Context: an optimization exercise on an open-source flow, tuned for small area. The choices shown serve that exercise and are no tape-out recipe. The RTL was checked by simulation tests, not by an equivalence proof against the original design. Power figures rest on the tool's default switching activity, not on a simulated workload.

## dht_segment_writer
module dht_segment_writer
#(
    parameter int MAX_SYMS  = 256,
    parameter int SYM_IDX_W = 8
) (
    input  logic                 clk,
    input  logic                 rst_n,
    input  logic                 bits_we,
    input  logic [3:0]           bits_idx,
    input  logic [7:0]           bits_val,
    input  logic                 val_we,
    input  logic [SYM_IDX_W-1:0] val_idx,
    input  logic [7:0]           val_data,
    input  logic                 start,
    input  logic [3:0]           tc,
    input  logic [3:0]           th,
    output logic                 busy,
    output logic                 done,
    output logic                 err,
    output logic                 out_valid,
    input  logic                 out_ready,
    output logic [7:0]           out_data,
    output logic                 out_last,
    output logic                 code_we,
    output logic [7:0]           code_sym,
    output logic [15:0]          code_val,
    output logic [4:0]           code_len
);
==> flow/config.mk <==
export PLATFORM = sky130hd
export DESIGN_NAME = dht_segment_writer
export DESIGN_NICKNAME = dht_segment_writer
export VERILOG_FILES = /design/flow/design.v
export SDC_FILE = /design/flow/constraint.sdc
export NUM_CORES = 4
export LEC_CHECK = 0
export CAP_MARGIN = 20
export CORE_MARGIN = 2
export CORE_UTILIZATION = 40
export CTS_BUF_LIST = sky130_fd_sc_hd__clkbuf_4
export SLEW_MARGIN = 20
==> flow/constraint.sdc <==
create_clock -name core_clock -period 8.0 [get_ports {clk}]
set_input_delay 1.6000 -clock core_clock [delete_from_list [all_inputs] [get_ports {clk}]]
set_output_delay 1.6000 -clock core_clock [all_outputs]
set_load 0.01 [all_outputs]
run.sh (not shown) runs the stock make flow with config.mk's settings and CLKGATE_MAP_FILE= SYNTH_SCRIPT=/design/flow/synth_recipe.tcl, a recipe that flattens the netlist after the stock synthesis.
The first run finished clean.
Then changed:
==> flow/flow/run.sh (new file) <==
#!/bin/bash
# Standard ORFS layout with two changes: port buffers use the smallest buffer cell, and
# clock tree synthesis uses clkbuf_8 sink clusters without dummy load cells.
set -euo pipefail
export BUFFER_PORTS_ARGS="-buffer_cell sky130_fd_sc_hd__buf_1"
export CTS_ARGS="-sink_clustering_enable -repair_clock_nets -dont_use_dummy_load -buf_list sky130_fd_sc_hd__clkbuf_8 -sink_clustering_size 12 -sink_clustering_max_diameter 60"
bash standard.sh > standard.log 2>&1
==> flow/standard.sh (new file) <==
#!/bin/bash
# synth_recipe.tcl (not shown) runs the flow's synth.tcl, then flattens the netlist and writes it again
# the make line also repeats each setting of config.mk as NAME=value (left out here)
make -C /OpenROAD-flow-scripts/flow DESIGN_CONFIG=/design/flow/config.mk WORK_HOME=/design/flow/orfs CLKGATE_MAP_FILE= SYNTH_SCRIPT=/design/flow/synth_recipe.tcl "${@:-finish}"
- CTS_BUF_LIST: sky130_fd_sc_hd__clkbuf_4 -> unset
removed: flow/run.sh
Effect:
- final area goes down by 4.6%
- wire length goes up by 0.59%
- via count shrinks by 4.2%
- total power falls by 9.7%
- area after synthesis does not change
- hold slack gains 0.086 ns
Then changed:
==> flow/run.sh (new file) <==
#!/bin/bash
# synth_recipe.tcl (not shown) runs the flow's synth.tcl, then flattens the netlist and writes it again
# the make line also repeats each setting of config.mk as NAME=value (left out here)
make -C /OpenROAD-flow-scripts/flow DESIGN_CONFIG=/design/flow/config.mk WORK_HOME=/design/flow/orfs CLKGATE_MAP_FILE= SYNTH_SCRIPT=/design/flow/synth_recipe.tcl finish
removed: flow/flow/run.sh
removed: flow/standard.sh
Die area is unchanged. Combinational power barely changes. Register-to-register slack is better by 0.36 ns. Total power rose by about 13%. Via count rose by about 0.5%. Non-clock buffer count rose by 28.
Then changed:
- CTS_BUF_LIST: unset -> sky130_fd_sc_hd__clkbuf_8
After rerunning:
- The changed run finished with timing, DRC and antenna clean
- design area stays flat
- synthesized cell count stays the same
- non-clock buffer count stays the same
- worst hold slack loses 0.0040 ns
- global-route usage is higher by 0.21 points
- routed wire length increases slightly
- total power fell slightly
- die area stays the same
- cell count rose by a few percent

Setup of alpha:
Another version of the RTL of dht_segment_writer (not shown whole).
Size: about 4600 cells after synthesis, ~2300 flip-flops, about 0.083 mm^2 of cells after synthesis.
==> flow/design.v (excerpt) <==
module dht_segment_writer
#(
    parameter int MAX_SYMS  = 256,
    parameter int SYM_IDX_W = 8
) (
    input  logic                 clk,
    input  logic                 rst_n,
    input  logic                 bits_we,
    input  logic [3:0]           bits_idx,
    input  logic [7:0]           bits_val,
    input  logic                 val_we,
    input  logic [SYM_IDX_W-1:0] val_idx,
    input  logic [7:0]           val_data,
    input  logic                 start,
    input  logic [3:0]           tc,
    input  logic [3:0]           th,
    output logic                 busy,
    output logic                 done,
    output logic                 err,
    output logic                 out_valid,
    input  logic                 out_ready,
    output logic [7:0]           out_data,
    output logic                 out_last,
    output logic                 code_we,
    output logic [7:0]           code_sym,
    output logic [15:0]          code_val,
    output logic [4:0]           code_len
);
Settings: LEC_CHECK=0, CAP_MARGIN=20, CORE_MARGIN=2, CORE_UTILIZATION=40, SLEW_MARGIN=20, SYNTH_HIERARCHICAL=1; clock period 8.0 ns.
standard.sh (not shown) runs the stock make flow with config.mk's settings and CLKGATE_MAP_FILE= SYNTH_SCRIPT=/design/flow/synth_recipe.tcl, a recipe that flattens the netlist after the stock synthesis.
==> flow/flow/run.sh <==
#!/bin/bash
# Standard ORFS layout with two changes: port buffers use the smallest buffer cell, and
# clock tree synthesis uses clkbuf_8 sink clusters without dummy load cells.
set -euo pipefail
export BUFFER_PORTS_ARGS="-buffer_cell sky130_fd_sc_hd__buf_1"
export CTS_ARGS="-sink_clustering_enable -repair_clock_nets -dont_use_dummy_load -buf_list sky130_fd_sc_hd__clkbuf_4 -sink_clustering_size 8 -sink_clustering_max_diameter 50"
bash standard.sh > standard.log 2>&1
## Diff of input files: beta against alpha
diff --git a/flow/flow/run.sh b/flow/flow/run.sh
--- a/flow/flow/run.sh
+++ b/flow/flow/run.sh
@@ -6 +6 @@
-export CTS_ARGS="-sink_clustering_enable -repair_clock_nets -dont_use_dummy_load -buf_list sky130_fd_sc_hd__clkbuf_4 -sink_clustering_size 8 -sink_clustering_max_diameter 50"
+export CTS_ARGS="-sink_clustering_enable -repair_clock_nets -dont_use_dummy_load -buf_list sky130_fd_sc_hd__clkbuf_16 -sink_clustering_size 26 -sink_clustering_max_diameter 90"
[summary]
beta: full flow OK, the timing, DRC and antenna checks passed. alpha went all the way through the flow, and no timing, DRC or antenna check failed. The clock network fraction of design power on beta is in line with that on alpha. alpha was routed with more vias than beta. alpha and beta ended up with roughly the same final core utilization. Compared with alpha, count of clock-buffer cells in the layout in beta decreased by more than half. Compare beta and alpha | non-clock buffer count lower: beta. For sequential share of layout area, beta and alpha come out practically identical.
Input-level comparison between gamma and beta:
diff --git a/flow/flow/run.sh b/flow/flow/run.sh
--- a/flow/flow/run.sh
+++ b/flow/flow/run.sh
@@ -6 +6 @@
-export CTS_ARGS="-sink_clustering_enable -repair_clock_nets -dont_use_dummy_load -buf_list sky130_fd_sc_hd__clkbuf_16 -sink_clustering_size 26 -sink_clustering_max_diameter 90"
+export CTS_ARGS="-sink_clustering_enable -repair_clock_nets -dont_use_dummy_load -buf_list sky130_fd_sc_hd__clkbuf_8 -sink_clustering_size 14 -sink_clustering_max_diameter 70"
Notes after the runs:
gamma: no failed stages, no open violations at the end. Detailed-route wire length, gamma and beta: lower on beta. Summary of the comparison: post-layout minimum cycle time is lower in gamma, relative to beta. Fmax up 1.1% in gamma wrt beta. Comparing beta against gamma, there is no change at all in multi-input combinational cell count. Switching power share of the total is lower on beta. Final clock period utilization by the worst path (higher): beta.
Relative to gamma, the following input files were edited for delta:
diff --git a/flow/flow/run.sh b/flow/flow/run.sh
--- a/flow/flow/run.sh
+++ b/flow/flow/run.sh
@@ -6 +6 @@
-export CTS_ARGS="-sink_clustering_enable -repair_clock_nets -dont_use_dummy_load -buf_list sky130_fd_sc_hd__clkbuf_8 -sink_clustering_size 14 -sink_clustering_max_diameter 70"
+export CTS_ARGS="-sink_clustering_enable -repair_clock_nets -dont_use_dummy_load -buf_list sky130_fd_sc_hd__clkbuf_8 -sink_clustering_size 16 -sink_clustering_max_diameter 70"
==> comparison <==
Number of antenna repair diodes came out higher on delta than on gamma.
gamma -> delta: xor/xnor cell area share of the yosys netlist delta 0, exact match
Compared with gamma, in delta first-pass GRT wire length was more or less identical; sequential fraction of the synthesis area was more or less identical.
Per the comparison of delta with gamma, cell area essentially unchanged, final cell count essentially unchanged, minimum period implied by the final worst setup slack increased 0.0065 ns, sequential share of layout area increased 0.22 points.
Delta(layout buffer count excluding clock buffers, delta - gamma) < 0
On delta: measured slew at the worst slew-check pin is 0.015 ns lower than what gamma gave.
Between gamma and delta, the setup slack is higher for gamma.

-- what the ideal ports hide --
How much do the figures lean on ideal ports? The routed layouts below were timed once more, with nothing changed but the port constraints. Step 1, drivers: a clkbuf_16 drives clk and a buf_2 each remaining input, both assumed. Step 2 adds t to the input delays and takes it off the output delays; t is the mean of the earliest and latest rising clock arrival at the registers after step 1. Input paths then give back, and output paths get back, about the clock's delay inside the block. Three values: ideal, step 1, step 2; two values: the first two.
run	t, ns	setup WS [ns]	latest minus earliest clock arrival (ns)	worst register clock-pin slew, ns	cell pins on the clock port's net
the first run of note 1	1.440	0.898 / 0.871 / 0.559	0.207 / 0.207	0.08 / 0.08	1
the second run of note 1	1.026	1.319 / 1.384 / 0.358	0.243 / 0.243	0.09 / 0.09	1
the third run of note 1	0.935	0.927 / 0.900 / 0.732	0.088 / 0.088	0.07 / 0.07	1
the fourth run of note 1	1.139	0.903 / 0.877 / 0.549	0.168 / 0.168	0.08 / 0.08	1
alpha	1.328	1.322 / 1.322 / 0.697	0.188 / 0.188	0.10 / 0.10	1
beta	0.832	1.165 / 1.165 / 0.599	0.105 / 0.105	0.10 / 0.10	1
gamma	0.962	1.243 / 1.243 / 0.620	0.135 / 0.136	0.10 / 0.10	1
delta	0.974	1.236 / 1.236 / 0.669	0.133 / 0.133	0.11 / 0.11	1
After both steps setup and hold are still met in every run listed. The setup slack of the second run of note 1, which loses most, moves by +0.065 ns with the drivers and by -0.961 ns with both steps.
